What follows belongs to an exercise in optimizing a design on an open flow for a short achievable clock period and few clock cycles; a production flow would make more cautious choices. Only simulation tests tie the RTL to the original design; equivalence was not proved. The flow treats the clock pin as an ideal source, which a real chip does not have.

`flow/run.sh`:
```
#!/bin/bash
# The standard layout (standard.sh, its own synthesis unchanged) with:
#  - timing repair aimed at a setup margin well beyond the 13 ns constraint
#    (the SDC itself is unchanged), on the worst 20% of endpoints;
#  - stronger port buffers (every port is still buffered);
#  - extra repair passes after CTS (flow/post_cts.tcl), each on the then
#    worst endpoints.
# Each tool's output goes to the ORFS logs under orfs/logs; make's own
# output goes to standard.log.
set -o pipefail
bash standard.sh SETUP_SLACK_MARGIN=9.0 TNS_END_PERCENT=20 \
  "BUFFER_PORTS_ARGS=-buffer_cell sky130_fd_sc_hd__buf_6" \
  POST_CTS_TCL="$PWD/flow/post_cts.tcl" finish > standard.log 2>&1
```
`flow/post_cts.tcl`:
```
# Extra setup repair after CTS, in passes of rising margin; each pass works
# on the endpoints that violate its margin at its start.
estimate_parasitics -placement
foreach {m tns} {8.4 100 8.6 100 8.8 100 9.0 50 9.2 20} {
  puts "post-CTS repair pass: setup margin $m, tns $tns%"
  repair_timing -setup -setup_margin $m -repair_tns $tns
  report_worst_slack
}
detailed_placement
check_placement -verbose
estimate_parasitics -placement
report_worst_slack
```
`standard.sh`:
```
#!/bin/bash
# synth_recipe.tcl (not shown) runs the flow's synth.tcl, then flattens the netlist and writes it again
# the make line also repeats each setting of config.mk as NAME=value (left out here)
make -C /OpenROAD-flow-scripts/flow DESIGN_CONFIG=/design/flow/config.mk WORK_HOME=/design/flow/orfs CLKGATE_MAP_FILE= SYNTH_SCRIPT=/design/flow/synth_recipe.tcl "${@:-finish}"
```
`config.mk`:
```
export PLATFORM = sky130hd
export DESIGN_NAME = rv32_core
export DESIGN_NICKNAME = rv32_core
export VERILOG_FILES = /design/flow/design.v
export SDC_FILE = /design/flow/constraint.sdc
export NUM_CORES = 4
export LEC_CHECK = 0
export ABC_CLOCK_PERIOD_IN_PS = 4000
export CAP_MARGIN = 20
export CORE_MARGIN = 2
export CORE_UTILIZATION = 30
export PLACE_DENSITY = 0.5
export SLEW_MARGIN = 20
```
`constraint.sdc`:
```
create_clock -name core_clock -period 13.0 [get_ports {clk}]
set_input_delay 2.6000 -clock core_clock [delete_from_list [all_inputs] [get_ports {clk}]]
set_output_delay 2.6000 -clock core_clock [all_outputs]
set_load 0.01 [all_outputs]
```
`design.v`:
```
package rv32_pkg;
  localparam int XLEN = 32;
  typedef logic [XLEN-1:0] word_t;
  typedef logic [4:0]      reg_idx_t;
  typedef enum logic [6:0] {
    OPC_LOAD   = 7'b0000011,
    OPC_OP_IMM = 7'b0010011,
    OPC_AUIPC  = 7'b0010111,
    OPC_STORE  = 7'b0100011,
    OPC_OP     = 7'b0110011,
    OPC_LUI    = 7'b0110111,
    OPC_BRANCH = 7'b1100011,
    OPC_JALR   = 7'b1100111,
    OPC_JAL    = 7'b1101111
  } opcode_t;
  typedef enum logic [3:0] {
    ALU_ADD,
    ALU_SUB,
    ALU_SLL,
    ALU_SLT,
    ALU_SLTU,
    ALU_XOR,
    ALU_SRL,
    ALU_SRA,
    ALU_OR,
    ALU_AND,
    ALU_PASS_B
  } alu_op_t;
  typedef enum logic [2:0] {
    BR_NONE,
    BR_EQ,
    BR_NE,
    BR_LT,
    BR_GE,
    BR_LTU,
    BR_GEU,
    BR_ALWAYS
  } br_cond_t;
  typedef enum logic [1:0] {
    WB_ALU,
    WB_PC_NEXT,
    WB_LOAD
  } wb_src_t;
  localparam int AS_ADD  = 0;
  localparam int AS_SUB  = 1;
  localparam int AS_SLL  = 2;
  localparam int AS_SRL  = 3;
  localparam int AS_SRA  = 4;
  localparam int AS_SLT  = 5;
  localparam int AS_SLTU = 6;
  localparam int AS_XOR  = 7;
  localparam int AS_OR   = 8;
  localparam int AS_AND  = 9;
  typedef logic [9:0] alu_sel_t;
  localparam int ICACHE_IDX_W   = 5;
  localparam int PREFETCH_WORDS = 24;
  localparam int ICACHE_REGION_W = 11;
  localparam word_t NOP_INSTR = 32'h0000_0013;
endpackage
module rv32_fetch #(
  parameter rv32_pkg::word_t INITIAL_PC = '0
) (
  input  logic               clk,
  input  logic               reset,
  input  logic               consume_i,      
  input  logic               resolve_i,      
  input  rv32_pkg::word_t    next_pc_i,      
  input  logic               flush_i,        
  output logic               instr_req_o,
  output rv32_pkg::word_t    instr_addr_o,
  input  logic               instr_ack_i,
  input  rv32_pkg::word_t    instr_data_i,
  output rv32_pkg::word_t    ir_o,
  output rv32_pkg::word_t    ir_pc_o,
  output logic               irv_o,
  output rv32_pkg::reg_idx_t nrs1_o,
  output rv32_pkg::reg_idx_t nrs2_o
);
  localparam int CW = rv32_pkg::ICACHE_IDX_W;    
  localparam int CN = 1 << CW;
  localparam int RW = rv32_pkg::ICACHE_REGION_W;  
  localparam int TW = RW - 2 - CW;               
  localparam int PW = rv32_pkg::PREFETCH_WORDS;  
  logic            fr;               
  rv32_pkg::word_t pa;               
  logic [CN-1:0]   pa_oh;            
  logic            pa_rg;            
  rv32_pkg::word_t fa;               
  rv32_pkg::word_t pf;               
  logic            ctrl_wait;
  rv32_pkg::word_t ir, ir_pc, s_ir, s_pc;
  logic            irv, sv;
  rv32_pkg::word_t c_data [CN];
  logic [TW-1:0]   c_tag  [CN];
  logic [CN-1:0]   c_val;
  rv32_pkg::word_t fa4, fa8, pf4;
  logic [CN-1:0]   fa_oh, pf_oh, fa4_oh, fa8_oh, pf4_oh, np_oh;
  logic            hit0, hit1, hitp;
  logic            arr_fa, arr_fa4, arr_pf;
  rv32_pkg::word_t c_out;
  logic [TW-1:0]   tag0, tag1, tagp;
  logic            val0, val1, valp;
  logic            take, take_ctrl;
  rv32_pkg::word_t new_ir;
  logic            ir_free, space, port_free, irv_n, sv_n, ctrl_wait_n;
  logic            dem, pre;
  logic [CW:0]     pdist;
  logic            pf_in, pf_behind;
  assign fa4    = fa + 32'd4;
  assign fa8    = fa + 32'd8;
  assign pf4    = pf + 32'd4;
  assign fa4_oh = {fa_oh[CN-2:0], fa_oh[CN-1]};
  assign fa8_oh = {fa_oh[CN-3:0], fa_oh[CN-1:CN-2]};
  assign pf4_oh = {pf_oh[CN-2:0], pf_oh[CN-1]};
  always_comb begin
    np_oh = '0;
    np_oh[next_pc_i[CW+1:2]] = 1'b1;
  end
  always_comb begin
    c_out = '0;
    tag0  = '0;
    tag1  = '0;
    tagp  = '0;
    for (int i = 0; i < CN; i++) begin
      c_out = c_out | ({32{fa_oh[i]}} & c_data[i]);
      tag0  = tag0 | ({TW{fa_oh[i]}} & c_tag[i]);
      tag1  = tag1 | ({TW{fa4_oh[i]}} & c_tag[i]);
      tagp  = tagp | ({TW{pf_oh[i]}} & c_tag[i]);
    end
  end
  assign val0 = |(fa_oh & c_val);
  assign val1 = |(fa4_oh & c_val);
  assign valp = |(pf_oh & c_val);
  assign hit0 = (fa[31:RW] == '0) && val0 && (tag0 == fa[RW-1:CW+2]);
  assign hit1 = (fa4[31:RW] == '0) && val1 && (tag1 == fa4[RW-1:CW+2]);
  assign hitp = (pf[31:RW] == '0) && valp && (tagp == pf[RW-1:CW+2]);
  assign arr_fa  = instr_ack_i && (pa[31:2] == fa[31:2]);
  assign arr_fa4 = instr_ack_i && (pa[31:2] == fa4[31:2]);
  assign arr_pf  = instr_ack_i && (pa[31:2] == pf[31:2]);
  assign ir_free = !irv || consume_i;
  assign space   = ir_free || !sv;
  assign take      = !ctrl_wait && space && (hit0 || arr_fa) && !flush_i;
  assign new_ir    = hit0 ? c_out : instr_data_i;
  assign take_ctrl = take && (new_ir[6:4] == 3'b110) && (new_ir[1:0] == 2'b11) &&
                     !(new_ir[3:2] == 2'b00 && !new_ir[31]);
  assign irv_n       = flush_i ? 1'b0 : ir_free ? (sv || take) : 1'b1;
  assign sv_n        = flush_i ? 1'b0 : ir_free ? (sv && take) : (sv || take);
  assign ctrl_wait_n = take_ctrl || (ctrl_wait && !resolve_i);
  assign pdist     = pf[CW+2:2] - fa[CW+2:2];
  assign pf_behind = pdist[CW];
  assign pf_in     = !pf_behind && (pdist < (CW+1)'(PW));
  assign port_free = !fr || instr_ack_i;
  assign dem = !resolve_i && !ctrl_wait_n &&
               (take ? !(hit1 || arr_fa4) : !(hit0 || arr_fa));
  assign pre = pf_in && !hitp && !arr_pf;
  always_ff @(posedge clk or posedge reset) begin
    if (reset) begin
      fr        <= 1'b1;
      pa        <= INITIAL_PC;
      pa_oh     <= CN'(1) << INITIAL_PC[CW+1:2];
      pa_rg     <= INITIAL_PC[31:RW] == '0;
      fa        <= INITIAL_PC;
      fa_oh     <= CN'(1) << INITIAL_PC[CW+1:2];
      pf        <= INITIAL_PC + 32'd4;
      pf_oh     <= CN'(1) << (INITIAL_PC[CW+1:2] + 1'b1);
      ctrl_wait <= 1'b0;
      irv       <= 1'b0;
      sv        <= 1'b0;
      c_val     <= '0;
    end else begin
      irv       <= irv_n;
      sv        <= sv_n;
      ctrl_wait <= ctrl_wait_n;
      if (resolve_i) begin
        fa    <= next_pc_i;
        fa_oh <= np_oh;
      end else if (take) begin
        fa    <= fa4;
        fa_oh <= fa4_oh;
      end
      if (port_free) begin
        fr <= dem || pre;
        pa    <= !dem ? pf : take ? fa4 : fa;
        pa_oh <= !dem ? pf_oh : take ? fa4_oh : fa_oh;
        pa_rg <= !dem ? (pf[31:RW] == '0) : take ? (fa4[31:RW] == '0) : (fa[31:RW] == '0);
      end
      if (port_free && dem) begin
        pf    <= take ? fa8 : fa4;
        pf_oh <= take ? fa8_oh : fa4_oh;
      end else if (pf_behind) begin
        pf    <= fa;
        pf_oh <= fa_oh;
      end else if (pf_in && (port_free || hitp || arr_pf)) begin
        pf    <= pf4;
        pf_oh <= pf4_oh;
      end
      if (instr_ack_i && pa_rg) c_val <= c_val | pa_oh;
    end
  end
  always_ff @(posedge clk) begin
    for (int i = 0; i < CN; i++) begin
      if (instr_ack_i && pa_rg && pa_oh[i]) begin
        c_data[i] <= instr_data_i;
        c_tag[i]  <= pa[RW-1:CW+2];
      end
    end
  end
  always_ff @(posedge clk) begin
    if (ir_free) begin
      ir    <= sv ? s_ir : new_ir;
      ir_pc <= sv ? s_pc : fa;
    end
    if (ir_free || !sv) begin
      s_ir <= new_ir;
      s_pc <= fa;
    end
  end
  always_comb begin
    if (!ir_free) begin
      nrs1_o = ir[19:15];
      nrs2_o = ir[24:20];
    end else if (sv) begin
      nrs1_o = s_ir[19:15];
      nrs2_o = s_ir[24:20];
    end else begin
      nrs1_o = new_ir[19:15];
      nrs2_o = new_ir[24:20];
    end
  end
  assign instr_req_o  = fr;
  assign instr_addr_o = pa;
  assign ir_o         = ir;
  assign ir_pc_o      = ir_pc;
  assign irv_o        = irv;
endmodule
module rv32_decoder (
  input  rv32_pkg::word_t     instr_i,
  output rv32_pkg::reg_idx_t  rs1_o,
  output rv32_pkg::reg_idx_t  rs2_o,
  output rv32_pkg::reg_idx_t  rd_o,
  output logic                is_load_o,
  output logic                is_store_o,
  output logic                is_op_o,
  output logic                is_opimm_o,
  output logic                is_lui_o,
  output logic                is_auipc_o,
  output logic                is_jal_o,
  output logic                is_jalr_o,
  output logic                is_br_o,
  output logic                is_ctrl_o,
  output logic                uses_rs1_o,
  output logic                uses_rs2_o,
  output logic                wr_alu_o,
  output rv32_pkg::word_t     imm_i_o,
  output rv32_pkg::word_t     imm_s_o,
  output rv32_pkg::word_t     imm_b_o,
  output rv32_pkg::word_t     imm_u_o,
  output rv32_pkg::word_t     imm_j_o
);
  logic [6:0] op;
  assign op    = instr_i[6:0];
  assign rs1_o = instr_i[19:15];
  assign rs2_o = instr_i[24:20];
  assign rd_o  = instr_i[11:7];
  assign is_load_o  = (op == rv32_pkg::OPC_LOAD);
  assign is_store_o = (op == rv32_pkg::OPC_STORE);
  assign is_op_o    = (op == rv32_pkg::OPC_OP);
  assign is_opimm_o = (op == rv32_pkg::OPC_OP_IMM);
  assign is_lui_o   = (op == rv32_pkg::OPC_LUI);
  assign is_auipc_o = (op == rv32_pkg::OPC_AUIPC);
  assign is_jal_o   = (op == rv32_pkg::OPC_JAL);
  assign is_jalr_o  = (op == rv32_pkg::OPC_JALR);
  assign is_br_o    = (op == rv32_pkg::OPC_BRANCH);
  assign is_ctrl_o  = (op[6:4] == 3'b110) && (op[1:0] == 2'b11);
  assign uses_rs1_o = is_load_o | is_store_o | is_op_o | is_opimm_o | is_jalr_o | is_br_o;
  assign uses_rs2_o = is_store_o | is_op_o | is_br_o;
  assign wr_alu_o   = is_op_o | is_opimm_o | is_lui_o | is_auipc_o | is_jal_o | is_jalr_o;
  assign imm_i_o = {{20{instr_i[31]}}, instr_i[31:20]};
  assign imm_s_o = {{20{instr_i[31]}}, instr_i[31:25], instr_i[11:7]};
  assign imm_b_o = {{19{instr_i[31]}}, instr_i[31], instr_i[7], instr_i[30:25],
                    instr_i[11:8], 1'b0};
  assign imm_u_o = {instr_i[31:12], 12'b0};
  assign imm_j_o = {{11{instr_i[31]}}, instr_i[31], instr_i[19:12], instr_i[20],
                    instr_i[30:21], 1'b0};
endmodule
module rv32_regfile (
  input  logic               clk,
  input  logic               reset,
  input  rv32_pkg::reg_idx_t ra1_i,
  input  rv32_pkg::reg_idx_t ra2_i,
  output rv32_pkg::word_t    rd1_o,
  output rv32_pkg::word_t    rd2_o,
  input  logic               we1_i,
  input  rv32_pkg::reg_idx_t wa1_i,
  input  rv32_pkg::word_t    wd1_i,
  input  logic               we2_i,
  input  rv32_pkg::reg_idx_t wa2_i,
  input  rv32_pkg::word_t    wd2_i
);
  rv32_pkg::word_t regs [1:31];
  logic [31:1]     valid;
  logic [31:1]     w1, w2;
  always_comb begin
    for (int i = 1; i < 32; i++) begin
      w1[i] = we1_i && (wa1_i == i[4:0]);
      w2[i] = we2_i && (wa2_i == i[4:0]);
    end
  end
  always_ff @(posedge clk or posedge reset) begin
    if (reset) begin
      valid <= '0;
    end else begin
      valid <= valid | w1 | w2;
    end
  end
  always_ff @(posedge clk) begin
    for (int i = 1; i < 32; i++) begin
      if (w1[i]) begin
        regs[i] <= wd1_i;
      end else if (w2[i]) begin
        regs[i] <= wd2_i;
      end
    end
  end
  always_comb begin
    rd1_o = '0;
    rd2_o = '0;
    for (int i = 1; i < 32; i++) begin
      rd1_o = rd1_o | ({32{(ra1_i == i[4:0]) && valid[i]}} & regs[i]);
      rd2_o = rd2_o | ({32{(ra2_i == i[4:0]) && valid[i]}} & regs[i]);
    end
  end
endmodule
module rv32_add (
  input  rv32_pkg::word_t a_i,
  input  rv32_pkg::word_t b_i,
  input  logic            cin_i,
  output rv32_pkg::word_t sum_o,
  output logic            cout_o
);
  logic [31:0] p, g;
  logic [31:0] gs [6];
  logic [31:0] ps [6];
  assign p = a_i ^ b_i;
  assign g = a_i & b_i;
  assign gs[0] = {g[31:1], g[0] | (p[0] & cin_i)};
  assign ps[0] = p;
  for (genvar l = 0; l < 5; l++) begin : g_lvl
    localparam int D = 1 << l;
    for (genvar i = 0; i < 32; i++) begin : g_bit
      if (i >= D) begin : g_comb
        assign gs[l+1][i] = gs[l][i] | (ps[l][i] & gs[l][i-D]);
        assign ps[l+1][i] = ps[l][i] & ps[l][i-D];
      end else begin : g_pass
        assign gs[l+1][i] = gs[l][i];
        assign ps[l+1][i] = ps[l][i];
      end
    end
  end
  assign sum_o  = p ^ {gs[5][30:0], cin_i};
  assign cout_o = gs[5][31];
endmodule
module rv32_cmp (
  input  rv32_pkg::word_t a_i,
  input  rv32_pkg::word_t b_i,
  output logic            eq_o,
  output logic            lt_o,
  output logic            ltu_o
);
  logic [7:0] glt [4];
  logic [7:0] geq [4];
  for (genvar k = 0; k < 8; k++) begin : g_grp
    assign glt[0][k] = a_i[4*k+3:4*k] < b_i[4*k+3:4*k];
    assign geq[0][k] = a_i[4*k+3:4*k] == b_i[4*k+3:4*k];
  end
  for (genvar l = 0; l < 3; l++) begin : g_lvl
    for (genvar k = 0; k < (8 >> (l + 1)); k++) begin : g_node
      assign glt[l+1][k] = glt[l][2*k+1] | (geq[l][2*k+1] & glt[l][2*k]);
      assign geq[l+1][k] = geq[l][2*k+1] & geq[l][2*k];
    end
    for (genvar k = (8 >> (l + 1)); k < 8; k++) begin : g_pad
      assign glt[l+1][k] = 1'b0;
      assign geq[l+1][k] = 1'b0;
    end
  end
  assign eq_o  = geq[3][0];
  assign ltu_o = glt[3][0];
  assign lt_o  = (a_i[31] ^ b_i[31]) ? a_i[31] : glt[3][0];
endmodule
module rv32_execute (
  input  rv32_pkg::alu_sel_t sel_i,
  input  rv32_pkg::word_t    a_i,
  input  rv32_pkg::word_t    b_i,
  output rv32_pkg::word_t    result_o
);
  rv32_pkg::word_t sum, sll, srl, sra;
  logic            cout, lt, ltu;
  rv32_add u_add (
    .a_i(a_i), .b_i(b_i ^ {32{sel_i[rv32_pkg::AS_SUB]}}), .cin_i(sel_i[rv32_pkg::AS_SUB]),
    .sum_o(sum), .cout_o(cout)
  );
  assign sll = a_i << b_i[4:0];
  assign srl = a_i >> b_i[4:0];
  assign sra = $signed(a_i) >>> b_i[4:0];
  assign ltu = !cout;
  assign lt  = (a_i[31] ^ b_i[31]) ? a_i[31] : sum[31];
  assign result_o = ({32{sel_i[rv32_pkg::AS_ADD]}} & sum)
                  | ({32{sel_i[rv32_pkg::AS_SLL]}} & sll)
                  | ({32{sel_i[rv32_pkg::AS_SRL]}} & srl)
                  | ({32{sel_i[rv32_pkg::AS_SRA]}} & sra)
                  | ({32{sel_i[rv32_pkg::AS_XOR]}} & (a_i ^ b_i))
                  | ({32{sel_i[rv32_pkg::AS_OR]}}  & (a_i | b_i))
                  | ({32{sel_i[rv32_pkg::AS_AND]}} & (a_i & b_i))
                  | {31'b0, (sel_i[rv32_pkg::AS_SLT] & lt) | (sel_i[rv32_pkg::AS_SLTU] & ltu)};
endmodule
module rv32_lsu (
  input  logic               clk,
  input  logic               reset,
  input  logic               issue_i,       
  input  logic               we_i,
  input  rv32_pkg::word_t    addr_i,
  input  rv32_pkg::word_t    wdata_i,
  input  logic               ld_wr_i,       
  input  rv32_pkg::reg_idx_t rd_i,
  output logic               buf_full_o,
  output logic               p0_v_o,
  output rv32_pkg::reg_idx_t p0_rd_o,
  output logic               p1_v_o,
  output rv32_pkg::reg_idx_t p1_rd_o,
  output logic               p2_v_o,
  output rv32_pkg::reg_idx_t p2_rd_o,
  output logic               wb_we_o,
  output rv32_pkg::reg_idx_t wb_rd_o,
  output rv32_pkg::word_t    wb_data_o,
  output logic               data_req_o,
  output logic               data_we_o,
  output rv32_pkg::word_t    data_addr_o,
  output rv32_pkg::word_t    data_wdata_o,
  input  logic               data_ack_i,
  input  rv32_pkg::word_t    data_rdata_i
);
  logic               dr, dw, d_ld;
  rv32_pkg::word_t    da, dd;
  rv32_pkg::reg_idx_t d_rd;
  logic               bv, bw, b_ld;
  rv32_pkg::word_t    ba, bd;
  rv32_pkg::reg_idx_t b_rd;
  logic               ldv;
  rv32_pkg::reg_idx_t ld_rd;
  rv32_pkg::word_t    ldr;
  logic               port_free;
  assign port_free = !dr || data_ack_i;
  always_ff @(posedge clk or posedge reset) begin
    if (reset) begin
      dr  <= 1'b0;
      bv  <= 1'b0;
      ldv <= 1'b0;
    end else begin
      ldv <= dr && data_ack_i && d_ld;
      if (port_free) begin
        dr <= bv || issue_i;
        bv <= 1'b0;
      end else if (issue_i) begin
        bv <= 1'b1;
      end
    end
  end
  always_ff @(posedge clk) begin
    ldr   <= data_rdata_i;
    ld_rd <= d_rd;
    if (port_free) begin
      da   <= bv ? ba : addr_i;
      dd   <= bv ? bd : wdata_i;
      dw   <= bv ? bw : we_i;
      d_ld <= bv ? b_ld : ld_wr_i;
      d_rd <= bv ? b_rd : rd_i;
    end
    if (!bv) begin
      ba   <= addr_i;
      bd   <= wdata_i;
      bw   <= we_i;
      b_ld <= ld_wr_i;
      b_rd <= rd_i;
    end
  end
  assign buf_full_o = bv;
  assign p0_v_o     = dr && d_ld;
  assign p0_rd_o    = d_rd;
  assign p1_v_o     = bv && b_ld;
  assign p1_rd_o    = b_rd;
  assign p2_v_o     = ldv;
  assign p2_rd_o    = ld_rd;
  assign wb_we_o    = ldv;
  assign wb_rd_o    = ld_rd;
  assign wb_data_o  = ldr;
  assign data_req_o   = dr;
  assign data_we_o    = dw;
  assign data_addr_o  = da;
  assign data_wdata_o = dd;
endmodule
module rv32_core #(
  parameter rv32_pkg::word_t INITIAL_PC = '0
) (
  input  logic            clk,
  input  logic            reset,
  output logic            instr_req_o,
  output rv32_pkg::word_t instr_addr_o,
  input  logic            instr_ack_i,
  input  rv32_pkg::word_t instr_data_i,
  output logic            data_req_o,
  output logic            data_we_o,
  output rv32_pkg::word_t data_addr_o,
  output rv32_pkg::word_t data_wdata_o,
  input  logic            data_ack_i,
  input  rv32_pkg::word_t data_rdata_i
);
  rv32_pkg::word_t    ir, pc;
  logic               irv;
  logic               consume, resolve, r_resolve, e_resolve, flush;
  rv32_pkg::word_t    next_pc, r_next_pc, e_next_pc;
  rv32_pkg::reg_idx_t nrs1_unused, nrs2_unused;
  logic            redir_q;
  rv32_pkg::word_t redir_pc_q;
  assign resolve = r_resolve || redir_q;
  assign next_pc = redir_q ? redir_pc_q : r_next_pc;
  rv32_fetch #(
    .INITIAL_PC(INITIAL_PC)
  ) u_fetch (
    .clk(clk), .reset(reset),
    .consume_i(consume), .resolve_i(resolve), .next_pc_i(next_pc), .flush_i(flush),
    .instr_req_o(instr_req_o), .instr_addr_o(instr_addr_o),
    .instr_ack_i(instr_ack_i), .instr_data_i(instr_data_i),
    .ir_o(ir), .ir_pc_o(pc), .irv_o(irv),
    .nrs1_o(nrs1_unused), .nrs2_o(nrs2_unused)
  );
  rv32_pkg::reg_idx_t rs1, rs2, rd;
  logic is_load, is_store, is_op, is_opimm, is_lui, is_auipc, is_jal, is_jalr, is_br;
  logic is_ctrl, uses_rs1, uses_rs2, wr_alu;
  rv32_pkg::word_t imm_i, imm_s, imm_b, imm_u, imm_j;
  logic [2:0] f3;
  rv32_decoder u_decoder (
    .instr_i(ir),
    .rs1_o(rs1), .rs2_o(rs2), .rd_o(rd),
    .is_load_o(is_load), .is_store_o(is_store), .is_op_o(is_op), .is_opimm_o(is_opimm),
    .is_lui_o(is_lui), .is_auipc_o(is_auipc), .is_jal_o(is_jal), .is_jalr_o(is_jalr),
    .is_br_o(is_br), .is_ctrl_o(is_ctrl), .uses_rs1_o(uses_rs1), .uses_rs2_o(uses_rs2),
    .wr_alu_o(wr_alu),
    .imm_i_o(imm_i), .imm_s_o(imm_s), .imm_b_o(imm_b), .imm_u_o(imm_u), .imm_j_o(imm_j)
  );
  assign f3 = ir[14:12];
  logic               e_v, e_we, e_load, e_store, e_ldwr, e_jalr, e_ralw;
  rv32_pkg::reg_idx_t e_rd;
  rv32_pkg::alu_sel_t e_sel;
  logic [5:0]         e_rm;
  rv32_pkg::word_t    e_a, e_b, e_op1, e_op2, e_imm, e_alt;
  rv32_pkg::word_t    e_res;
  logic               w_v;
  rv32_pkg::reg_idx_t w_rd;
  rv32_pkg::word_t    w_res;
  logic               lsu_full;
  logic               p0_v, p1_v, p2_v;
  rv32_pkg::reg_idx_t p0_rd, p1_rd, p2_rd;
  logic               lwb_we;
  rv32_pkg::reg_idx_t lwb_rd;
  rv32_pkg::word_t    lwb_data;
  rv32_pkg::word_t rv1, rv2, op1, op2;
  rv32_regfile u_regfile (
    .clk(clk), .reset(reset),
    .ra1_i(rs1), .ra2_i(rs2), .rd1_o(rv1), .rd2_o(rv2),
    .we1_i(w_v), .wa1_i(w_rd), .wd1_i(w_res),
    .we2_i(lwb_we), .wa2_i(lwb_rd), .wd2_i(lwb_data)
  );
  always_comb begin
    if (e_v && e_we && e_rd == rs1)    op1 = e_res;
    else if (w_v && w_rd == rs1)       op1 = w_res;
    else if (lwb_we && lwb_rd == rs1)  op1 = lwb_data;
    else                               op1 = rv1;
    if (e_v && e_we && e_rd == rs2)    op2 = e_res;
    else if (w_v && w_rd == rs2)       op2 = w_res;
    else if (lwb_we && lwb_rd == rs2)  op2 = lwb_data;
    else                               op2 = rv2;
  end
  logic d_wr, is_mem, hz_ld, hz_mem;
  function automatic logic hit(input logic v, input rv32_pkg::reg_idx_t r,
                               input rv32_pkg::reg_idx_t s1, input logic u1,
                               input rv32_pkg::reg_idx_t s2, input logic u2,
                               input rv32_pkg::reg_idx_t d, input logic w);
    hit = v && ((u1 && s1 == r) || (u2 && s2 == r) || (w && d == r));
  endfunction
  assign is_mem = is_load || is_store;
  assign d_wr   = wr_alu || is_load;
  assign hz_ld  = hit(e_v && e_ldwr, e_rd, rs1, uses_rs1, rs2, uses_rs2, rd, d_wr) ||
                  hit(p0_v, p0_rd, rs1, uses_rs1, rs2, uses_rs2, rd, d_wr) ||
                  hit(p1_v, p1_rd, rs1, uses_rs1, rs2, uses_rs2, rd, d_wr);
  assign hz_mem = is_mem && ((e_v && (e_load || e_store)) || lsu_full);
  assign consume = irv && !hz_ld && !hz_mem;
  logic bwd_br;
  assign bwd_br    = is_br && ir[31];
  assign r_resolve = consume && !redir_q && ((is_ctrl && ir[3]) || bwd_br);
  assign r_next_pc = pc + (ir[2] ? imm_j : ir[3] ? 32'd4 : imm_b);
  logic [5:0] cond;
  assign cond = {f3 == 3'b111, f3 == 3'b110, f3 == 3'b101, f3 == 3'b100,
                 f3 == 3'b001, f3 == 3'b000};
  rv32_pkg::alu_sel_t sel;
  logic               arith;
  assign arith = is_op || is_opimm;
  always_comb begin
    sel = '0;
    sel[rv32_pkg::AS_ADD]  = !arith || f3 == 3'b000;
    sel[rv32_pkg::AS_SUB]  = (is_op && f3 == 3'b000 && ir[30]) ||
                             (arith && f3[2:1] == 2'b01);
    sel[rv32_pkg::AS_SLL]  = arith && f3 == 3'b001;
    sel[rv32_pkg::AS_SLT]  = arith && f3 == 3'b010;
    sel[rv32_pkg::AS_SLTU] = arith && f3 == 3'b011;
    sel[rv32_pkg::AS_XOR]  = arith && f3 == 3'b100;
    sel[rv32_pkg::AS_SRL]  = arith && f3 == 3'b101 && !ir[30];
    sel[rv32_pkg::AS_SRA]  = arith && f3 == 3'b101 && ir[30];
    sel[rv32_pkg::AS_OR]   = arith && f3 == 3'b110;
    sel[rv32_pkg::AS_AND]  = arith && f3 == 3'b111;
  end
  always_ff @(posedge clk or posedge reset) begin
    if (reset) begin
      e_v <= 1'b0;
      w_v <= 1'b0;
      redir_q <= 1'b0;
    end else begin
      e_v <= consume && !flush;
      w_v <= e_v && e_we && !redir_q;
      redir_q <= e_resolve;
    end
  end
  always_ff @(posedge clk) begin
    e_we    <= wr_alu && (rd != 5'd0);
    e_load  <= is_load;
    e_store <= is_store;
    e_ldwr  <= is_load && (rd != 5'd0);
    e_jalr  <= is_jalr;
    e_ralw  <= is_jalr || (bwd_br && f3[2:1] == 2'b01);
    e_rm    <= is_br ? (bwd_br ? {cond[4], cond[5], cond[2], cond[3], cond[0], cond[1]} : cond)
                     : 6'b0;
    e_rd    <= rd;
    e_sel   <= sel;
    if (is_auipc || is_jal || is_jalr) e_a <= pc;
    else if (is_lui)                   e_a <= '0;
    else                               e_a <= op1;
    if (is_jal || is_jalr)             e_b <= 32'd4;
    else if (is_lui || is_auipc)       e_b <= imm_u;
    else if (is_op)                    e_b <= op2;
    else                               e_b <= imm_i;
    e_op1   <= op1;
    e_op2   <= op2;
    e_imm   <= is_store ? imm_s : imm_i;
    e_alt   <= pc + (bwd_br ? 32'd4 : imm_b);
    w_rd    <= e_rd;
    redir_pc_q <= e_next_pc;
    w_res   <= e_res;
  end
  rv32_execute u_execute (
    .sel_i(e_sel), .a_i(e_a), .b_i(e_b), .result_o(e_res)
  );
  logic            eq, lt, ltu, agen_cout;
  rv32_pkg::word_t agen;
  rv32_cmp u_cmp (
    .a_i(e_op1), .b_i(e_op2), .eq_o(eq), .lt_o(lt), .ltu_o(ltu)
  );
  rv32_add u_agen (
    .a_i(e_op1), .b_i(e_imm), .cin_i(1'b0), .sum_o(agen), .cout_o(agen_cout)
  );
  assign e_resolve = e_v && !redir_q &&
                     (e_ralw || (e_rm[0] && eq) || (e_rm[1] && !eq) || (e_rm[2] && lt) ||
                      (e_rm[3] && !lt) || (e_rm[4] && ltu) || (e_rm[5] && !ltu));
  assign flush     = redir_q;
  always_comb begin
    if (e_jalr) e_next_pc = {agen[31:1], 1'b0};
    else        e_next_pc = e_alt;
  end
  rv32_lsu u_lsu (
    .clk(clk), .reset(reset),
    .issue_i(e_v && !redir_q && (e_load || e_store)), .we_i(e_store), .addr_i(agen), .wdata_i(e_op2),
    .ld_wr_i(e_ldwr), .rd_i(e_rd),
    .buf_full_o(lsu_full),
    .p0_v_o(p0_v), .p0_rd_o(p0_rd), .p1_v_o(p1_v), .p1_rd_o(p1_rd),
    .p2_v_o(p2_v), .p2_rd_o(p2_rd),
    .wb_we_o(lwb_we), .wb_rd_o(lwb_rd), .wb_data_o(lwb_data),
    .data_req_o(data_req_o), .data_we_o(data_we_o),
    .data_addr_o(data_addr_o), .data_wdata_o(data_wdata_o),
    .data_ack_i(data_ack_i), .data_rdata_i(data_rdata_i)
  );
endmodule
```
==> results.json <==
{
  "die_area_mm2": 0.486,
  "skew_ns": 0.154,
  "yosysWarnings": 13,
  "pin_count": 167,
  "viasPerCell": 6.51,
  "clk_latency_ns": 1.08,
  "fmax_ghz": 0.230,
  "start_util_pct": 30.1,
  "cp_max_fo": 18,
  "post-route-period-util_pct": 33.5,
  "finalMaxSlewViolations": 0,
  "max_stage_delay_ns": 0.69,
  "start_kind": "flop",
  "vias": 119052,
  "cp.required_ns": 13.89,
  "power_density_mw_per_mm2": 136,
  "gp_congestion": 0.967,
  "min_period_ns": 4.35,
  "crit_type": "reg -> reg",
  "r2r-start": "u_fetch.ir[15]",
  "ys_types": 95,
  "reg_top3": "u_fetch.c_data: 1024 flops, u_regfile.regs: 992 flops, u_fetch.c_tag: 128 flops",
  "slew_headroom_pct": 9.32,
  "largest_register": "u_fetch.c_data",
  "syn_area_per_cell_um2": 12.8,
  "cts_tree": "yes",
  "routed_wl_um": 757000,
  "worst_slew_pin_slew_ns": 1.36,
  "grt_pass1_vias": 112452,
  "tns_ns": 0,
  "synth_cells": 11282,
  "drv_cap": 0,
  "syn_area_mm2": 0.144,
  "drt_iter0_drc": 22509,
  "syn_to_final_growth_pct": 21.3,
  "rows": 254,
  "hold_start": "u_fetch.ir_pc[0]",
  "grt.total_usage_pct": 29.8,
  "grt_max_degree": 158,
  "p_leak_nw": 61.1,
  "yosysSeqAreaShare_pct": 58.7,
  "rr_worst_depth": 12,
  "dpl.hpwl_um": 419000,
  "hp-class": "reg -> reg",
  "ant_nets": 0,
  "hold_viol_final": 0,
  "first_pass_iters": 12,
  "rsz0062_at_grt": "yes",
  "core-area_mm2": 0.478,
  "peakVddDrop_uv": 129,
  "syn-num-nets": 11583,
  "hold-path-cell-count": 0,
  "final-setup-viol-count": 0,
  "io_buffers": 166,
  "slowest_stage": "a21oi_1",
  "nNetsFinal": 11874,
  "grt_pass1_wl_um": 1010000,
  "cp.arrival_ns": 5.24,
  "wire_per_inst_um": 41.4,
  "n_fill_cell": 45719,
  "async_reset_ff_share_pct": 8.91,
  "antenna_found_initial": 43,
  "crit_chain": "buf_4 -> and3b_1 -> and3_2 -> buf_4 -> a22o_1 -> a221oi_1 -> nand4_1 -> nor3_1 -> a211oi_1 -> a21oi_1 -> a21oi_1 -> a22o_1",
  "min_to": "e_alt[0]",
  "r2r_end": "e_a[5]",
  "r2r_slack_ns": 8.65,
  "outcome": "timing/DRC/antenna clean",
  "fin_total_pwr_mw": 23.7,
  "ys_seq_elements": 2985,
  "end_kind": "flop",
  "layout-drive-gt1-share_pct": 29.7,
  "cts_sinks": 2985,
  "cts.clk_slew.worst_paths_ns": 0.06,
  "die_h_um": 697,
  "synthFlopType": "edfxtp_1",
  "post-route-util_pct": 36.5,
  "drc": 0,
  "overflow": 0,
  "die_w_um": 697,
  "synth_edf_count": 2343,
  "largest_register_ffs": 1024
}
[cell families after synthesis]
logic type | synth area share (%)
AO/OA/AOI/OAI | 15.5
adder cells (fa/ha/maj) | 2.05
AND/OR/NAND/NOR | 7.33
XOR/XNOR | 2.24
flip-flops | 58.7
buffers and inverters | 3.46
multiplexers | 10.8
[through the flow]
step	cell area, µm²	hold WS (ns)	worst slack (ns)	cells
after floorplan	144000	0.346	6.89	11282
after global placement	154000	0.404	5.72	17151
after detailed placement	154000	0.413	5.68	17152
after global routing	175000	0.440	8.63	18251
final	175000	0.424	8.65	18279
[worst max-delay path, delay by kind of cell, from the launching register on]
kind	cells	cell delay [ns]
AOI/OAI and AO/OA	6	2.06
buffers and inverters	2	0.62
DFF	1	0.54
and+or+nand+nor	4	1.04
[synthesized netlist by cell type, types with 164 or more instances]
library cell,n,area share (%)
clkbuf_1,885,2.3
nand2_1,407,1.1
o21ai_0,281,0.98
nand4_1,310,1.3
xor2_1,164,1.0
a221oi_1,427,2.6
inv_1,213,0.56
dfrtp_1,260,4.5
mux2_2,1109,8.7
edfxtp_1,2343,49
nor2_1,509,1.3
a22oi_1,852,4.4
a21oi_1,351,1.2
dfxtp_1,376,5.2
xnor2_1,204,1.2
nor3_1,177,0.61
ha_1,229,2.0
nand3_1,193,0.67
a22o_1,442,2.7
[layout make-up]
| cell class | instances | area [µm²] | share of cell area (%) |
|---|---|---|---|
| Inverter | 218 | 822 | 0.470 |
| Clock inverter | 176 | 1770 | 1.01 |
| Antenna cell | 32 | 80.1 | 0.0458 |
| Multi-Input combinational cell | 7020 | 58500 | 33.5 |
| Tap cell | 6400 | 8010 | 4.58 |
| Timing Repair Buffer | 1016 | 11700 | 6.68 |
| Sequential cell | 2985 | 84800 | 48.5 |
| Clock buffer | 432 | 9160 | 5.24 |
[cell usage in the layout (no fill, tap or decap), drive strengths merged, types with 76 or more instances in the layout]
cell type / netlist / final
a211oi: 98 / 98
a21o: 112 / 112
a21oi: 351 / 351
a221oi: 428 / 428
a22o: 442 / 442
a22oi: 853 / 853
and3: 133 / 133
buf: 185 / 976
clkbuf: 885 / 447
clkinv: 3 / 131
dfrtp: 260 / 260
dfxtp: 376 / 376
edfxtp: 2343 / 2343
ha: 229 / 229
inv: 215 / 227
mux2: 1140 / 1140
mux2i: 131 / 131
nand2: 407 / 408
nand3: 195 / 199
nand4: 312 / 312
nor2: 509 / 510
nor3: 177 / 177
o21ai: 288 / 288
or2: 76 / 76
xnor2: 204 / 204
xor2: 164 / 164
[power breakdown]
part / switching [mW] / internal [mW]
Combinational: 1.75 / 1.27
Clock: 4.24 / 5.46
Sequential: 0.447 / 10.6
Total: 6.43 / 17.3
[layer usage]
layer	vias to the layer above	share of wire, %	track usage (%)
li1	45164	-	-
met1	60208	37	37.9
met2	10666	41	42.6
met3	2976	13	10.5
met4	38	8.3	19.2
met5	-	0.069	0.186
[how the worst max path moves through the flow]
stage,slack [ns],cells past startpoint,end,startpoint
detailed placement,5.68,12,u_fetch.pf[21],instr_ack_i
global route,8.63,2,instr_addr_o[7],u_fetch.pa[7]
floorplan,6.89,1,e_v,reset
global placement,5.72,12,u_fetch.pf[21],instr_ack_i
finish,8.65,12,e_a[5],u_fetch.ir[15]
Testbench counts, summed over its fixed seeds: cycles 45,772.

port drivers added, routing unchanged:
How much do the figures lean on ideal ports? The routed layout below was timed once more, with nothing changed but the port constraints. Step 1 assumes that a clkbuf_16 drives the clock port and a buf_2 every other input. Step 2 adds t to the input delays and takes it off the output delays; t is the mean of the earliest and latest rising clock arrival at the registers after step 1. Input paths then give back, and output paths get back, about the clock's delay inside the block. Three values: ideal, step 1, step 2; two values: the first two.
t (ns): 1.110
setup WS [ns]: 8.646 / 8.536 / 7.547
worst setup path after step 2: input to register
slew at the worst register clock pin (ns): 0.07 / 0.07
After both steps this run still meets setup and hold. For this run, drivers alone change the setup slack by -0.110 ns; drivers and shift together by -1.099 ns.
